Source: an optimization exercise on an open RTL-to-GDS flow (aim: small area, a short achievable clock period and few clock cycles). Production flows keep margins and buffers that such runs may drop. Function was not checked in any run shown here: the RTL went through the layout flow alone.

==> flow/design.v, too long to show whole: its modules and the start of the top module <==
// module alu: 78 lines
// module add32: 9 lines
// module brAdd: 7 lines
// module mulCsa: 1282 lines
// module armCpu: 183 lines
module armCpu (
	input  logic          clk,
	input  logic          reset,
	input  armPkg::word_t readData,
	output armPkg::word_t memAdr,
	output armPkg::word_t writeData,
	output logic          memWrite
);
  // ...
==> flow/flow/run.sh <==
#!/bin/bash
# The standard layout, with timing repair aiming for setup slack well above zero
# at the design's clock period (the constraints themselves are unchanged), and
# plain buffers on the ports.
set -euo pipefail
bash standard.sh SETUP_SLACK_MARGIN=10 "BUFFER_PORTS_ARGS=-buffer_cell sky130_fd_sc_hd__buf_4" finish > make_finish.log 2>&1
==> flow/standard.sh <==
#!/bin/bash
# synth_recipe.tcl (not shown) runs the flow's synth.tcl, then flattens the netlist and writes it again
# the make line also repeats each setting of config.mk as NAME=value (left out here)
make -C /OpenROAD-flow-scripts/flow DESIGN_CONFIG=/design/flow/config.mk WORK_HOME=/design/flow/orfs CLKGATE_MAP_FILE= SYNTH_SCRIPT=/design/flow/synth_recipe.tcl "${@:-finish}"
==> flow/config.mk <==
export PLATFORM = sky130hd
export DESIGN_NAME = armCpu
export DESIGN_NICKNAME = armCpu
export VERILOG_FILES = /design/flow/design.v
export SDC_FILE = /design/flow/constraint.sdc
export NUM_CORES = 4
export LEC_CHECK = 0
export CAP_MARGIN = 20
export CORE_MARGIN = 2
export CORE_UTILIZATION = 40
export SLEW_MARGIN = 20
export SYNTH_HIERARCHICAL = 1
export TNS_END_PERCENT = 5
==> flow/constraint.sdc <==
create_clock -name core_clock -period 15.0 [get_ports {clk}]
set_input_delay 3.0000 -clock core_clock [delete_from_list [all_inputs] [get_ports {clk}]]
set_output_delay 3.0000 -clock core_clock [all_outputs]
set_load 0.01 [all_outputs]
==> results.txt, run 1 <==
- Result of the run: timing/DRC/antenna clean
- Met3 wire length: 33900 microns
- Area fraction of clock buffers and clock inverters: 3.71%
- Global routing usage summed across all routing layers: 33.6%
- Following the worst setup path forward leads to its endpoint at takenR.
- The number of antenna violations at the first check in global routing was 14.
* First-pass detailed-route iteration total: 8
- Most common cell after layout, fill and taps aside: sky130_fd_sc_hd__edfxtp_1
- Routed Wire Length: 256000 microns
* CTS H-tree depth: 3
- The number of buffers and inverters on the critical path is 3.
- The layout contains a multi-input combinational cell count of 4322.
* HPWL reported at the end of detailed placement: 162000 microns
- Measured in cells, the most critical reg-to-reg path has a length of 23.
* Share of cell area taken by multi-input logic gates: 50.3%
- Worst-case headroom to the max-slew limit: 22.0%
- Biggest area consumer among synthesized cells: sky130_fd_sc_hd__edfxtp_1
- In this run the critical register-to-register path is captured at takenR.
- Unique masters post-synth: 127
- CP cell instances: buf_12 > buf_4 > a22o_1 > a221oi_2 > nand4_1 > buf_6 > mux2_4 > xor2_4 > ha_4 > o211ai_1 > a21oi_4 > nor2_4 > o31a_1 > o21bai_1 > xor2_1 > mux4_2 > nor4_4 > nor4b_2 > nand4b_1 > o31ai_4 > mux2_4 > or4_4 > and3_4
* Dominant delay contributor by cell family on the critical path: simple AND/OR/NAND/NOR gates
- For this run, the top clock speed supported by timing is 0.165 GHz.
* Post-place setup slack: 8.11 ns
- After routing, the total negative slack on setup checks comes to 0 ns.
- By instance count, the leading cell after synthesis is sky130_fd_sc_hd__edfxtp_1.
* Number of non-clock inverters: 414
- Summing the areas of all compound-gate instances in the mapped netlist gives 22.0% of the synthesized area.
- Of all flip-flops after synthesis, the portion carrying an async set or reset was 6.12%.
- Area of the die: 147000 sq um
- Non-filler cells, final: 8029
- Element type at the critical path start: flop
- Endpoint required time on the critical path: 15.58 ns
- Clock latency on the worst-skew pair, taken at its later pin, is 0.70 ns.
==> module armCpu, before the edit <==
module armCpu (
	input  logic          clk,
	input  logic          reset,
	input  armPkg::word_t readData,
	output armPkg::word_t memAdr,
	output armPkg::word_t writeData,
	output logic          memWrite
);
	logic [31:0] pcF;         
	logic [31:0] brTarget;    
	logic [31:0] pc8;         
	logic        phExec;      
	logic        phLoad;      
	logic        phStore;     
	logic        phMul1;      
	logic        phMul2;      
	logic [3:0]  flags;       
	logic [3:0]  cond;
	logic [11:0] imm12;
	logic [15:0] raSel, rbSel;    
	logic [3:0]  wIdx;
	logic        dIsDp, dIsMul, dIsMem, dIsLoad, dIsBr;
	logic        dUseImm, dIsSub, dSetNZ, dSetCV;
	logic [1:0]  dLogicSel;
	logic [31:0] adrReg;
	logic [31:0] wdReg;
	logic [3:0]  pendIdx;
	logic        pendSetNZ;
	logic [14:0][31:0] regFile;
	logic [1:0] fOp;
	logic       fIsMul;
	assign fOp = readData[27:26];
	assign fIsMul = (fOp == 2'b00) && !readData[25] && (readData[24:21] == 4'b0000)
		&& (readData[7:4] == 4'b1001);
	logic condEx;       
	logic takenR;       
	logic memPh;        
	logic go, taken, stallStart, fetchEn;
	assign go = phExec && condEx;
	assign taken = takenR;
	assign stallStart = go && (dIsMem || dIsMul);
	assign fetchEn = !(phLoad || phStore || phMul1 || phMul2);
	logic [31:0] fetchAdr, fetchAdr4, fetchAdr8;
	assign fetchAdr = taken ? brTarget : pcF;
	assign fetchAdr4 = fetchAdr + 32'd4;
	assign fetchAdr8 = fetchAdr + 32'd8;
	logic [31:0] ra, rb, sum, aluResult;
	logic [3:0]  flagsN;
	logic        condN;
	logic [31:0] csSum, csCarry, product;
	logic        productZ;
	alu alu_inst (
		.rf(regFile),
		.pc8(pc8),
		.raSel(raSel),
		.rbSel(rbSel),
		.imm12(imm12),
		.useImm(dUseImm),
		.isSub(dIsSub),
		.logicSel(dLogicSel),
		.ra(ra),
		.rb(rb),
		.sum(sum),
		.flags(flags),
		.wrNZ(go && dIsDp && dSetNZ),
		.wrCV(go && dIsDp && dSetCV),
		.mulWr(phMul2 && pendSetNZ),
		.mulN(product[31]),
		.mulZ(productZ),
		.condNext(fetchEn ? readData[31:28] : cond),
		.result(aluResult),
		.flagsN(flagsN),
		.condN(condN)
	);
	mulCsa mulCsa_inst (
		.a(adrReg),
		.b(wdReg),
		.y0(csSum),
		.y1(csCarry)
	);
	add32 add32_inst (
		.a(adrReg),
		.b(wdReg),
		.y(product),
		.zero(productZ)
	);
	logic [31:0] brNext;
	brAdd brAdd_inst (
		.base(fetchAdr8),
		.off(readData[23:0]),
		.target(brNext)
	);
	assign memAdr = taken ? brTarget : (memPh ? adrReg : pcF);
	assign writeData = wdReg;
	logic phExecN, isBrN;
	assign phExecN = (fetchEn && !stallStart) || phLoad || phStore || phMul2;
	assign isBrN = fetchEn ? (fOp == 2'b10) : dIsBr;
	always_ff @(posedge clk or posedge reset) begin
		if (reset) begin
			pcF <= '0;
			phExec <= 1'b0;
			phLoad <= 1'b0;
			phStore <= 1'b0;
			phMul1 <= 1'b0;
			phMul2 <= 1'b0;
			memPh <= 1'b0;
			condEx <= 1'b0;
			takenR <= 1'b0;
			flags <= '0;
			memWrite <= 1'b0;
		end else begin
			phExec <= phExecN;
			condEx <= condN;
			takenR <= phExecN && isBrN && condN;
			memPh <= stallStart && dIsMem;
			phLoad <= stallStart && dIsMem && dIsLoad;
			phStore <= stallStart && dIsMem && !dIsLoad;
			memWrite <= stallStart && dIsMem && !dIsLoad;
			phMul1 <= stallStart && dIsMul;
			phMul2 <= phMul1;
			if (fetchEn) pcF <= fetchAdr4;
			flags <= flagsN;
		end
	end
	always_ff @(posedge clk) begin
		if (fetchEn) begin
			cond <= readData[31:28];
			imm12 <= readData[11:0];
			dIsMul <= fIsMul;
			dIsDp <= (fOp == 2'b00) && !fIsMul;
			dIsMem <= (fOp == 2'b01);
			dIsLoad <= readData[20];
			dIsBr <= (fOp == 2'b10);
			raSel <= 16'b1 << (fIsMul ? readData[11:8] : readData[19:16]);
			rbSel <= 16'b1 << ((fOp == 2'b01) ? readData[15:12] : readData[3:0]);
			wIdx <= fIsMul ? readData[19:16] : readData[15:12];
			dUseImm <= (fOp == 2'b01) || readData[25];
			dIsSub <= (fOp == 2'b00) && (readData[24:21] == 4'b0010);
			dSetNZ <= readData[20];
			dSetCV <= readData[20] && (readData[24:21] == 4'b0100 || readData[24:21] == 4'b0010);
			case (readData[24:21])
				4'b0000: dLogicSel <= (fOp == 2'b00) ? 2'b01 : 2'b00;
				4'b1100: dLogicSel <= (fOp == 2'b00) ? 2'b10 : 2'b00;
				4'b0001: dLogicSel <= (fOp == 2'b00) ? 2'b11 : 2'b00;
				default: dLogicSel <= 2'b00;
			endcase
			pc8 <= fetchAdr8;
			brTarget <= brNext;
		end
		if (stallStart) begin
			adrReg <= dIsMul ? ra : sum;
			wdReg <= rb;
			pendIdx <= wIdx;
			pendSetNZ <= dSetNZ;
		end
		if (phMul1) begin
			adrReg <= csSum;
			wdReg <= csCarry;
		end
	end
	logic        rfWe;
	logic [3:0]  rfWa;
	logic [31:0] rfWd;
	always_comb begin
		rfWe = go && dIsDp;
		rfWa = wIdx;
		rfWd = aluResult;
		if (phLoad) begin
			rfWe = 1'b1;
			rfWa = pendIdx;
			rfWd = readData;
		end else if (phMul2) begin
			rfWe = 1'b1;
			rfWa = pendIdx;
			rfWd = product;
		end
	end
	always_ff @(posedge clk) begin
		for (int k = 0; k < 15; k++) begin
			if (rfWe && rfWa == 4'(k)) regFile[k] <= rfWd;
		end
	end
endmodule
==> run 2, diff against run 1 <==
--- a/flow/design.v
+++ b/flow/design.v
@@ -18,109 +18,16 @@
 		EXECUTEI,
 		ALUWB,
 		BRANCH
 	} fsmState_t;
 endpackage
 `default_nettype wire
 `timescale 1ns/100ps
 `default_nettype none
-module alu (
-	input  logic [14:0][31:0] rf,
-	input  logic [31:0] pc8,        
-	input  logic [15:0] raSel,      
-	input  logic [15:0] rbSel,      
-	input  logic [11:0] imm12,
-	input  logic        useImm,
-	input  logic        isSub,
-	input  logic [1:0]  logicSel,   
-	input  logic [3:0]  flags,      
-	input  logic        wrNZ,       
-	input  logic        wrCV,       
-	input  logic        mulWr,      
-	input  logic        mulN,
-	input  logic        mulZ,
-	input  logic [3:0]  condNext,   
-	output logic [31:0] ra,
-	output logic [31:0] rb,
-	output logic [31:0] sum,
-	output logic [31:0] result,
-	output logic [3:0]  flagsN,
-	output logic        condN       
-);
-	always_comb begin
-		ra = pc8 & {32{raSel[15]}};
-		rb = pc8 & {32{rbSel[15]}};
-		for (int k = 0; k < 15; k++) begin
-			ra = ra | (rf[k] & {32{raSel[k]}});
-			rb = rb | (rf[k] & {32{rbSel[k]}});
-		end
-	end
-	logic [31:0] a, b;
-	logic [32:0] s;
-	logic [31:0] bx;
-	logic        zSum;
-	assign a = ra;
-	assign b = useImm ? {20'b0, imm12} : rb;
-	assign bx = isSub ? ~b : b;
-	assign s = {1'b0, a} + {1'b0, bx} + {32'b0, isSub};
-	assign sum = s[31:0];
-	assign zSum = ((a ^ bx) == {a[30:0] | bx[30:0], isSub});
-	always_comb begin
-		case (logicSel)
-			2'b00: result = s[31:0];
-			2'b01: result = a & b;
-			2'b10: result = a | b;
-			default: result = a ^ b;
-		endcase
-	end
-	always_comb begin
-		flagsN = flags;
-		if (wrNZ) flagsN[3:2] = {result[31], (logicSel == 2'b00) ? zSum : (result == 32'b0)};
-		if (wrCV) flagsN[1:0] = {s[32], (a[31] ^ bx[31] ^ 1'b1) & (a[31] ^ s[31])};
-		if (mulWr) flagsN[3:2] = {mulN, mulZ};
-	end
-	logic n, z, c, v;
-	assign {n, z, c, v} = flagsN;
-	always_comb begin
-		case (condNext)
-			4'b0000: condN = z;
-			4'b0001: condN = !z;
-			4'b0010: condN = c;
-			4'b0011: condN = !c;
-			4'b0100: condN = n;
-			4'b0101: condN = !n;
-			4'b0110: condN = v;
-			4'b0111: condN = !v;
-			4'b1000: condN = c && !z;
-			4'b1001: condN = !(c && !z);
-			4'b1010: condN = n == v;
-			4'b1011: condN = n != v;
-			4'b1100: condN = !z && (n == v);
-			4'b1101: condN = !(!z && (n == v));
-			4'b1110: condN = 1'b1;
-			default: condN = 1'b0;
-		endcase
-	end
-endmodule
-`default_nettype wire
-`timescale 1ns/100ps
-`default_nettype none
-module add32 (
-	input  logic [31:0] a,
-	input  logic [31:0] b,
-	output logic [31:0] y,
-	output logic        zero
-);
-	assign y = a + b;
-	assign zero = ((a ^ b) == {a[30:0] | b[30:0], 1'b0});
-endmodule
-`default_nettype wire
-`timescale 1ns/100ps
-`default_nettype none
 module brAdd (
 	input  logic [31:0] base,    
 	input  logic [23:0] off,
 	output logic [31:0] target
 );
 	assign target = base + {{6{off[23]}}, off, 2'b00};
 endmodule
 `default_nettype wire
@@ -134,17 +41,17 @@
 );
 	logic [15:0] one, two, neg;
 	logic [32:0] bx;
 	assign bx = {b, 1'b0};
 	genvar gi;
 	generate for (gi = 0; gi < 16; gi++) begin : g_enc
 		assign one[gi] = bx[2*gi+1] ^ bx[2*gi];
 		assign two[gi] = (bx[2*gi+2] & ~bx[2*gi+1] & ~bx[2*gi]) | (~bx[2*gi+2] & bx[2*gi+1] & bx[2*gi]);
-		assign neg[gi] = bx[2*gi+2];
+		assign neg[gi] = bx[2*gi+2] & ~(bx[2*gi+1] & bx[2*gi]);
 	end endgenerate
 	logic pp0_0;
 	assign pp0_0 = ((one[0] & a[0]) | (two[0] & 1'b0)) ^ neg[0];
 	logic pp0_1;
 	assign pp0_1 = ((one[0] & a[1]) | (two[0] & a[0])) ^ neg[0];
 	logic pp0_2;
 	assign pp0_2 = ((one[0] & a[2]) | (two[0] & a[1])) ^ neg[0];
 	logic pp0_3;
@@ -1416,182 +1323,215 @@
 	input  logic          reset,
 	input  armPkg::word_t readData,
 	output armPkg::word_t memAdr,
 	output armPkg::word_t writeData,
 	output logic          memWrite
 );
 	logic [31:0] pcF;         
 	logic [31:0] brTarget;    
-	logic [31:0] pc8;         
 	logic        phExec;      
 	logic        phLoad;      
 	logic        phStore;     
-	logic        phMul1;      
-	logic        phMul2;      
+	logic        phMul;       
+	logic        memPh;       
+	logic        condEx;      
+	logic        takenR;      
 	logic [3:0]  flags;       
 	logic [3:0]  cond;
 	logic [11:0] imm12;
-	logic [15:0] raSel, rbSel;    
-	logic [3:0]  wIdx;
+	logic [3:0]  raIdx, rbIdx, wIdx;
 	logic        dIsDp, dIsMul, dIsMem, dIsLoad, dIsBr;
 	logic        dUseImm, dIsSub, dSetNZ, dSetCV;
 	logic [1:0]  dLogicSel;
+	logic [31:0] opA, opB;
 	logic [31:0] adrReg;
 	logic [31:0] wdReg;
 	logic [3:0]  pendIdx;
 	logic        pendSetNZ;
 	logic [14:0][31:0] regFile;
-	logic [1:0] fOp;
-	logic       fIsMul;
-	assign fOp = readData[27:26];
-	assign fIsMul = (fOp == 2'b00) && !readData[25] && (readData[24:21] == 4'b0000)
-		&& (readData[7:4] == 4'b1001);
-	logic condEx;       
-	logic takenR;       
-	logic memPh;        
-	logic go, taken, stallStart, fetchEn;
+	logic go, stallStart, fetchEn;
 	assign go = phExec && condEx;
-	assign taken = takenR;
 	assign stallStart = go && (dIsMem || dIsMul);
-	assign fetchEn = !(phLoad || phStore || phMul1 || phMul2);
+	assign fetchEn = !(phLoad || phStore || phMul);
 	logic [31:0] fetchAdr, fetchAdr4, fetchAdr8;
-	assign fetchAdr = taken ? brTarget : pcF;
+	assign fetchAdr = takenR ? brTarget : pcF;
 	assign fetchAdr4 = fetchAdr + 32'd4;
-	assign fetchAdr8 = fetchAdr + 32'd8;
-	logic [31:0] ra, rb, sum, aluResult;
-	logic [3:0]  flagsN;
-	logic        condN;
+	assign fetchAdr8 = fetchAdr + 32'd8;    
+	assign memAdr = takenR ? brTarget : (memPh ? adrReg : pcF);
+	assign writeData = wdReg;
+	logic [31:0] aluB, aluBx, sum, aluResult;
+	logic [32:0] aluS;
+	logic        zSum;
+	logic [3:0]  aluFlags;
+	assign aluB = dUseImm ? {20'b0, imm12} : opB;
+	assign aluBx = dIsSub ? ~aluB : aluB;
+	assign aluS = {1'b0, opA} + {1'b0, aluBx} + {32'b0, dIsSub};
+	assign sum = aluS[31:0];
+	assign zSum = ((opA ^ aluBx) == {opA[30:0] | aluBx[30:0], dIsSub});
+	always_comb begin
+		case (dLogicSel)
+			2'b00: aluResult = aluS[31:0];
+			2'b01: aluResult = opA & aluB;
+			2'b10: aluResult = opA | aluB;
+			default: aluResult = opA ^ aluB;
+		endcase
+	end
+	assign aluFlags = {aluResult[31], (dLogicSel == 2'b00) ? zSum : (aluResult == 32'b0), aluS[32],
+		(opA[31] ^ aluBx[31] ^ 1'b1) & (opA[31] ^ aluS[31])};
 	logic [31:0] csSum, csCarry, product;
 	logic        productZ;
-	alu alu_inst (
-		.rf(regFile),
-		.pc8(pc8),
-		.raSel(raSel),
-		.rbSel(rbSel),
-		.imm12(imm12),
-		.useImm(dUseImm),
-		.isSub(dIsSub),
-		.logicSel(dLogicSel),
-		.ra(ra),
-		.rb(rb),
-		.sum(sum),
-		.flags(flags),
-		.wrNZ(go && dIsDp && dSetNZ),
-		.wrCV(go && dIsDp && dSetCV),
-		.mulWr(phMul2 && pendSetNZ),
-		.mulN(product[31]),
-		.mulZ(productZ),
-		.condNext(fetchEn ? readData[31:28] : cond),
-		.result(aluResult),
-		.flagsN(flagsN),
-		.condN(condN)
-	);
 	mulCsa mulCsa_inst (
-		.a(adrReg),
-		.b(wdReg),
+		.a(opA),
+		.b(opB),
 		.y0(csSum),
 		.y1(csCarry)
 	);
-	add32 add32_inst (
-		.a(adrReg),
-		.b(wdReg),
-		.y(product),
-		.zero(productZ)
-	);
+	assign product = adrReg + wdReg;
+	assign productZ = ((adrReg ^ wdReg) == {adrReg[30:0] | wdReg[30:0], 1'b0});
+	logic        rfWe;
+	logic [3:0]  rfWa;
+	logic [31:0] rfWd;
+	always_comb begin
+		rfWe = go && dIsDp;
+		rfWa = wIdx;
+		rfWd = aluResult;
+		if (phLoad) begin
+			rfWe = 1'b1;
+			rfWa = pendIdx;
+			rfWd = readData;
+		end else if (phMul) begin
+			rfWe = 1'b1;
+			rfWa = pendIdx;
+			rfWd = product;
+		end
+	end
+	always_ff @(posedge clk) begin
+		for (int k = 0; k < 15; k++) begin
+			if (rfWe && rfWa == 4'(k)) regFile[k] <= rfWd;
+		end
+	end
+	logic [1:0]  fOp;
+	logic        fIsMul, fIsMem;
+	logic [3:0]  fRa, fRb;
+	logic [15:0] fRaSel, fRbSel;
+	logic [31:0] fRdA, fRdB;
+	assign fOp = readData[27:26];
+	assign fIsMul = (readData[27:25] == 3'b000) && readData[4];
+	assign fIsMem = (fOp == 2'b01);
+	assign fRa = fIsMul ? readData[11:8] : readData[19:16];
+	assign fRb = fIsMem ? readData[15:12] : readData[3:0];
+	assign fRaSel = 16'b1 << fRa;
+	assign fRbSel = 16'b1 << fRb;
+	always_comb begin
+		fRdA = fetchAdr8 & {32{fRaSel[15]}};
+		fRdB = fetchAdr8 & {32{fRbSel[15]}};
+		for (int k = 0; k < 15; k++) begin
+			fRdA = fRdA | (regFile[k] & {32{fRaSel[k]}});
+			fRdB = fRdB | (regFile[k] & {32{fRbSel[k]}});
+		end
+	end
+	logic eWrites;
+	assign eWrites = go && dIsDp;
+	logic [3:0] flagsN;
+	always_comb begin
+		flagsN = flags;
+		if (go && dIsDp) begin
+			if (dSetNZ) flagsN[3:2] = aluFlags[3:2];
+			if (dSetCV) flagsN[1:0] = aluFlags[1:0];
+		end
+		if (phMul && pendSetNZ) flagsN[3:2] = {product[31], productZ};
+	end
+	function automatic logic condHolds(input logic [3:0] c, input logic [3:0] f);
+		logic n, z, cf, v;
+		{n, z, cf, v} = f;
+		case (c)
+			4'b0000: condHolds = z;
+			4'b0001: condHolds = !z;
+			4'b0010: condHolds = cf;
+			4'b0011: condHolds = !cf;
+			4'b0100: condHolds = n;
+			4'b0101: condHolds = !n;
+			4'b0110: condHolds = v;
+			4'b0111: condHolds = !v;
+			4'b1000: condHolds = cf && !z;
+			4'b1001: condHolds = !(cf && !z);
+			4'b1010: condHolds = n == v;
+			4'b1011: condHolds = n != v;
+			4'b1100: condHolds = !z && (n == v);
+			4'b1101: condHolds = !(!z && (n == v));
+			4'b1110: condHolds = 1'b1;
+			default: condHolds = 1'b0;
+		endcase
+	endfunction
+	logic phExecN, condN, isBrN;
+	assign phExecN = (fetchEn && !stallStart) || phLoad || phStore || phMul;
+	assign condN = condHolds(fetchEn ? readData[31:28] : cond, flagsN);
+	assign isBrN = fetchEn ? (fOp == 2'b10) : dIsBr;
 	logic [31:0] brNext;
 	brAdd brAdd_inst (
 		.base(fetchAdr8),
 		.off(readData[23:0]),
 		.target(brNext)
 	);
-	assign memAdr = taken ? brTarget : (memPh ? adrReg : pcF);
-	assign writeData = wdReg;
-	logic phExecN, isBrN;
-	assign phExecN = (fetchEn && !stallStart) || phLoad || phStore || phMul2;
-	assign isBrN = fetchEn ? (fOp == 2'b10) : dIsBr;
 	always_ff @(posedge clk or posedge reset) begin
 		if (reset) begin
 			pcF <= '0;
 			phExec <= 1'b0;
 			phLoad <= 1'b0;
 			phStore <= 1'b0;
-			phMul1 <= 1'b0;
-			phMul2 <= 1'b0;
+			phMul <= 1'b0;
 			memPh <= 1'b0;
 			condEx <= 1'b0;
 			takenR <= 1'b0;
 			flags <= '0;
 			memWrite <= 1'b0;
 		end else begin
 			phExec <= phExecN;
 			condEx <= condN;
 			takenR <= phExecN && isBrN && condN;
-			memPh <= stallStart && dIsMem;
 			phLoad <= stallStart && dIsMem && dIsLoad;
 			phStore <= stallStart && dIsMem && !dIsLoad;
 			memWrite <= stallStart && dIsMem && !dIsLoad;
-			phMul1 <= stallStart && dIsMul;
-			phMul2 <= phMul1;
+			memPh <= stallStart && dIsMem;
+			phMul <= stallStart && dIsMul;
 			if (fetchEn) pcF <= fetchAdr4;
 			flags <= flagsN;
 		end
 	end
 	always_ff @(posedge clk) begin
 		if (fetchEn) begin
 			cond <= readData[31:28];
 			imm12 <= readData[11:0];
+			raIdx <= fRa;
+			rbIdx <= fRb;
+			wIdx <= fIsMul ? readData[19:16] : readData[15:12];
 			dIsMul <= fIsMul;
 			dIsDp <= (fOp == 2'b00) && !fIsMul;
-			dIsMem <= (fOp == 2'b01);
+			dIsMem <= fIsMem;
 			dIsLoad <= readData[20];
 			dIsBr <= (fOp == 2'b10);
-			raSel <= 16'b1 << (fIsMul ? readData[11:8] : readData[19:16]);
-			rbSel <= 16'b1 << ((fOp == 2'b01) ? readData[15:12] : readData[3:0]);
-			wIdx <= fIsMul ? readData[19:16] : readData[15:12];
-			dUseImm <= (fOp == 2'b01) || readData[25];
+			dUseImm <= fIsMem || readData[25];
 			dIsSub <= (fOp == 2'b00) && (readData[24:21] == 4'b0010);
 			dSetNZ <= readData[20];
 			dSetCV <= readData[20] && (readData[24:21] == 4'b0100 || readData[24:21] == 4'b0010);
 			case (readData[24:21])
 				4'b0000: dLogicSel <= (fOp == 2'b00) ? 2'b01 : 2'b00;
 				4'b1100: dLogicSel <= (fOp == 2'b00) ? 2'b10 : 2'b00;
 				4'b0001: dLogicSel <= (fOp == 2'b00) ? 2'b11 : 2'b00;
 				default: dLogicSel <= 2'b00;
 			endcase
-			pc8 <= fetchAdr8;
 			brTarget <= brNext;
+			opA <= (eWrites && wIdx == fRa) ? aluResult : fRdA;
+			opB <= (eWrites && wIdx == fRb) ? aluResult : fRdB;
+		end else if (phLoad || phMul) begin
+			if (raIdx == pendIdx) opA <= rfWd;
+			if (rbIdx == pendIdx) opB <= rfWd;
 		end
 		if (stallStart) begin
-			adrReg <= dIsMul ? ra : sum;
-			wdReg <= rb;
+			adrReg <= dIsMul ? csSum : sum;
+			wdReg <= dIsMul ? csCarry : opB;
 			pendIdx <= wIdx;
 			pendSetNZ <= dSetNZ;
 		end
-		if (phMul1) begin
-			adrReg <= csSum;
-			wdReg <= csCarry;
-		end
-	end
-	logic        rfWe;
-	logic [3:0]  rfWa;
-	logic [31:0] rfWd;
-	always_comb begin
-		rfWe = go && dIsDp;
-		rfWa = wIdx;
-		rfWd = aluResult;
-		if (phLoad) begin
-			rfWe = 1'b1;
-			rfWa = pendIdx;
-			rfWd = readData;
-		end else if (phMul2) begin
-			rfWe = 1'b1;
-			rfWa = pendIdx;
-			rfWd = product;
-		end
-	end
-	always_ff @(posedge clk) begin
-		for (int k = 0; k < 15; k++) begin
-			if (rfWe && rfWa == 4'(k)) regFile[k] <= rfWd;
-		end
 	end
 endmodule
 `default_nettype wire
==> flow/config.mk (replaced) <==
export PLATFORM = sky130hd
export DESIGN_NAME = armCpu
export DESIGN_NICKNAME = armCpu
export VERILOG_FILES = /design/flow/design.v
export SDC_FILE = /design/flow/constraint.sdc
export NUM_CORES = 4
export LEC_CHECK = 0
export CAP_MARGIN = 20
export CORE_MARGIN = 2
export CORE_UTILIZATION = 40
export SLEW_MARGIN = 20
export TNS_END_PERCENT = 5
==> results.txt, run 2 <==
- The number of flip-flops in the largest register came to 480 (unchanged).
* Non-filler cells, final: 7332 (was 8029)
* HPWL reported at the end of detailed placement: 165000 microns (was 162000 microns)
- Register containing the most flip-flops in the final layout: regFile (unchanged)
* First-pass GRT wire length: 348000 microns (was 358000 microns)
- The timing-limited maximum frequency is 0.179 GHz (was 0.165 GHz).
- The met2 usage is 51.3% (was 48.4%).
* Via-to-Cell Ratio: 6.66 (was 6.67)
* Post-route minimum period: 5.59 ns (was 6.08 ns)
- Area of the die: 137000 sq um (was 147000 sq um)
- Cell types with the largest area share after synthesis: sky130_fd_sc_hd__edfxtp_1 (38%), sky130_fd_sc_hd__a22oi_1 (7.2%), sky130_fd_sc_hd__fa_1 (7.0%) (was sky130_fd_sc_hd__edfxtp_1 (35%), sky130_fd_sc_hd__fa_1 (6.6%), sky130_fd_sc_hd__a22oi_1 (6.6%))
* Number of clock buffers inserted by TritonCTS: 79 (was 77)
- The post-place setup slack is 7.22 ns (was 8.11 ns).
- CTS clock-pin slew for the worst setup and hold paths: 0.06 ns (was 0.07 ns)
- Global route total overflow: 0 (unchanged)
- The critical path's top delay family was simple AND/OR/NAND/NOR gates (unchanged).
* Buffer levels on the longest clock path: 3 (unchanged)
- TritonCTS clock tree: done (unchanged)
- Post-Route Setup TNS: 0 ns (unchanged)
- Routed Wire Length: 252000 microns (was 256000 microns)
- Number of DRC markers after the initial detailed-route iteration: 8717 (was 9306)
- The buffers plus inverters on the worst setup path was 4 (was 3).
* Share of the yosys chip area belonging to registers: 40.1% (was 37.1%)
* Least-Margin Pin Slew: 1.29 ns (was 1.17 ns)
- Clock network latency to the later pin of the worst-skew pair: 0.71 ns (was 0.70 ns)
- The final layout net count was 5979 (was 6529).
- The most common cell after layout, fill and taps aside is sky130_fd_sc_hd__edfxtp_1 (unchanged).
- The post-synthesis cell count came to 5276 (was 6048).
* Placeable core region: 133000 sq um (was 143000 sq um)
* Critical-path top delay cell: sky130_fd_sc_hd__nor3_1 (was sky130_fd_sc_hd__or4_4)
- The die boundary width came to 371 microns (was 383 microns).
- Initial antenna violation count: 13 (was 14)
- The dominant register cell in the synthesized netlist was sky130_fd_sc_hd__edfxtp_1 (unchanged).
- The worst hold-check path type was reg2reg (unchanged).
- Routed wire length per instance: 34.4 microns (was 31.9 microns)
* Global-route met3 utilization: 13.7% (was 8.02%)
- First-pass detailed-route iteration total: 9 (was 8)
- Unrepaired setup endpoints after global routing: true (unchanged).
- Crit path arrival time: 6.02 ns (was 6.66 ns)
- Number of global-route vias before repair: 46012 (was 48784)
* Unique masters post-synth: 101 (was 127)
* Pin count of the biggest net entering global routing: 77 (was 91)
* CTS H-tree depth: 3 (unchanged)
* Syn Std Cell Area: 53800 sq um (was 57500 sq um)
* Initial cell density of the core: 40.3% (was 40.2%)
- The most common cell in the netlist is sky130_fd_sc_hd__edfxtp_1 (unchanged).
* CP cell instances: buf_8 > nand2b_4 > mux2i_4 > buf_4 > buf_4 > xnor2_1 > and3_1 > buf_4 > nor3_1 > o21ai_0 > o21ai_0 > o21ai_0 (was buf_12 > buf_4 > a22o_1 > a221oi_2 > nand4_1 > buf_6 > mux2_4 > xor2_4 > ha_4 > o211ai_1 > a21oi_4 > nor2_4 > o31a_1 > o21bai_1 > xor2_1 > mux4_2 > nor4_4 > nor4b_2 > nand4b_1 > o31ai_4 > mux2_4 > or4_4 > and3_4)
- Stage delay of the slowest cell on the critical path: 0.82 ns (was 0.59 ns)
- The path type of the worst setup path was in2reg (was reg2reg).
- CTS Hold Buffers Added: 0 (unchanged)
- Post-Place Cell Area: 57100 sq um (was 59500 sq um)
* Number of clock sinks: 726 (was 719)
- The worst-case setup margin in the final layout came to 9.41 ns (was 8.92 ns).
- Via Count: 48828 (was 53534)
* Maximum fanout along the worst path: 14 (was 8)
- The worst slew margin relative to its limit is 13.6% (was 22.0%).
- The mean area per synthesized cell was 10.2 sq um (was 9.51 sq um).
* Routability congestion estimate: 1.01 (was 1.02)
- The startpoint type of the worst setup path is an input port (was flop).
- The post-synthesis net count was 5762 (was 6519).
* Busiest layer in global routing: met2 (unchanged)
* Final ANT Viol Nets: 0 (unchanged)
- Final worst clock skew: 0.0358 ns (was 0.0351 ns)
- Share of the synthesized area in the top cell type: 37.9% (was 35.0%)
* Final core utilization: 48.4% (was 46.8%)
- The routing usage on met1 was 45.2% (was 44.6%).
- Remaining design rule violation count: 0 (unchanged)
* Critical path capture point type: flop (unchanged)
* Setup violation total in the final timing report: 0 (unchanged)
- Biggest area consumer among synthesized cells: sky130_fd_sc_hd__edfxtp_1 (unchanged)
- Max-cap violation count: 0 (unchanged)
* Number of enable flip-flop cells after synthesis: 678 (was 670)
- Total non-filler cell area in the finished layout: 64600 sq um (was 67000 sq um)
- The final clock period utilization by the worst path is 37.3% (was 40.5%).
- Top cells by instance count after synthesis: sky130_fd_sc_hd__edfxtp_1 (678), sky130_fd_sc_hd__a22oi_1 (515), sky130_fd_sc_hd__inv_1 (395), sky130_fd_sc_hd__nand2_1 (388), sky130_fd_sc_hd__xnor2_1 (300) (was sky130_fd_sc_hd__edfxtp_1 (670), sky130_fd_sc_hd__nand2_1 (572), sky130_fd_sc_hd__a22oi_1 (503), sky130_fd_sc_hd__clkbuf_1 (420), sky130_fd_sc_hd__inv_1 (410)).
- DP Cell Count: 6930 (was 7623)
- The combined global-route utilization of all metal layers is 35.6% (was 33.6%).
- Most used cells in the layout excluding fill and tap cells: sky130_fd_sc_hd__edfxtp_1 (678), sky130_fd_sc_hd__a22oi_1 (502), sky130_fd_sc_hd__inv_1 (377) (was sky130_fd_sc_hd__edfxtp_1 (670), sky130_fd_sc_hd__nand2_1 (564), sky130_fd_sc_hd__a22oi_1 (495))
- Fraction of synthesis flops using an asynchronous set or reset pin: 5.92% (was 6.12%)
- The worst hold margin is 0.502 ns (was 0.479 ns).
* Clock root buffer master: sky130_fd_sc_hd__clkbuf_16 (unchanged)
* Final-report hold violation count: 0 (unchanged)
* Vertical die dimension: 371 microns (was 383 microns)
* Final Max Tran Viols: 0 (unchanged)
* Fraction of final layout cells sized beyond drive strength 1: 18.4% (was 16.8%)
- Result of the run: timing/DRC/antenna clean (unchanged).
- Buffers on Ports: 98 (unchanged)
* Yosys warnings: 1 (was 8)
- The signed area change from the synthesized netlist to the final layout was 20.1% (was 16.4%).
- Number of register bits inferred by synthesis: 726 (was 719)
- The number of top-level pins is 99 (unchanged).
- The worst path required time was 15.43 ns (was 15.58 ns).
- The number of placement rows came to 134 (was 139).
## run 2: changes by cell type in the layout (fill, tap and decap cells not counted), sizes merged, moves of 27 or more
cell,delta
nand2,-185
nor2,-113
a21oi,-110
xor2,+110
xnor2,+109
o22ai,-88
a221oi,-82
mux2i,-60
maj3,-47
o21ai,-45
nand3,-27
## run 2: worst reg2reg max path: stages, from the launching register on
cell,delay [ns]
sky130_fd_sc_hd__edfxtp_1,0.37
sky130_fd_sc_hd__buf_4,0.20
sky130_fd_sc_hd__nor2_1,0.12
sky130_fd_sc_hd__nand2_1,0.05
sky130_fd_sc_hd__o21ai_1,0.10
sky130_fd_sc_hd__buf_6,0.28
sky130_fd_sc_hd__a22oi_2,0.13
sky130_fd_sc_hd__xor2_1,0.17
sky130_fd_sc_hd__fa_1,0.56
sky130_fd_sc_hd__inv_1,0.07
sky130_fd_sc_hd__fa_1,0.55
sky130_fd_sc_hd__inv_2,0.05
sky130_fd_sc_hd__fa_2,0.35
sky130_fd_sc_hd__fa_1,0.46
sky130_fd_sc_hd__fa_2,0.37
sky130_fd_sc_hd__xnor2_2,0.20
sky130_fd_sc_hd__xnor2_1,0.16
sky130_fd_sc_hd__xnor2_1,0.15
sky130_fd_sc_hd__xnor2_1,0.17
sky130_fd_sc_hd__xnor2_1,0.11
sky130_fd_sc_hd__xnor2_1,0.25
sky130_fd_sc_hd__xnor2_1,0.10
sky130_fd_sc_hd__mux2_4,0.28
## run 2: worst paths after layout
path	cells after the start	end	slack, ns	startpoint
hold reg to reg	2	dIsBr	0.50	dIsBr
setup / recovery	12	opB[25]	9.41	readData[27]
min in group asynchronous	3	pcF[12]	2.50	reset
max in group asynchronous	3	memPh	11.96	reset
setup reg to reg	22	wdReg[31]	9.50	opB[10]
hold / removal	2	dIsBr	0.50	dIsBr
## run 2: cells by family (layout without fill, tap and decap cells)
kind of cell / Yosys count / count (layout) / synth area share (%)
adders and majority gates: 452 / 452 / 13.2
other: 0 / 9 / 0
muxes: 157 / 157 / 3.23
buffers and inverters: 781 / 1060 / 5.60
AOI/OAI and AO/OA: 1587 / 1587 / 20.5
and+or+nand+nor: 1070 / 1070 / 9.26
DFF: 726 / 726 / 40.1
xor gates and xnor gates: 503 / 503 / 8.19
## run 2: area by class of cell
class | instances | area (sq um)
Fill cell | 12111 | 68900
Inverter | 403 | 1560
Sequential cell | 726 | 21500
Clock inverter | 46 | 571
Timing Repair Buffer | 514 | 5480
Antenna cell | 9 | 22.5
Tap cell | 1768 | 2210
Multi-Input combinational cell | 3769 | 31000
Clock buffer | 97 | 2140
## run 2: repair_timing
action                     4_1_cts  5_1_grt
setup endpoints to repair      407      410
gates cloned                    22        4
hold endpoints to repair         0        0
pin swaps                      131       41
setup buffers                  178       46
resized for setup              363       92
## run 2: layer usage
metal	part of all wire, %	vias up
met5	0.029	-
met4	7.8	12
met3	15	1090
met2	41	4123
met1	36	23762
li1	-	19841

## separate check: timing with driven ports
In the flow no input, the clock included, has a driving cell. The finished layouts below were timed again as built, in two steps. Step 1 sets driving cells, clkbuf_16 on the clock port and buf_2 on the other inputs (assumed; they add their load-dependent delay and slew). Step 2 times the ports against the registers' clock, not the clock port: input delays grow and output delays shrink by t, the midpoint of the rising clock arrivals with the driver on. a / b / c = no drivers / after step 1 / after step 2; a / b = the first two.
run | t (ns) | slack for setup (ns) | clock arrival spread, ns | pins driven straight from the clock port
run 1 | 0.758 | 8.924 / 8.924 / 8.924 | 0.035 / 0.035 | 1
run 2 | 0.771 | 9.410 / 9.233 / 8.462 | 0.036 / 0.036 | 1
After both steps setup and hold are still met in every run listed. For run 2, which loses most, drivers alone change the setup slack by -0.177 ns; drivers and shift together by -0.948 ns.
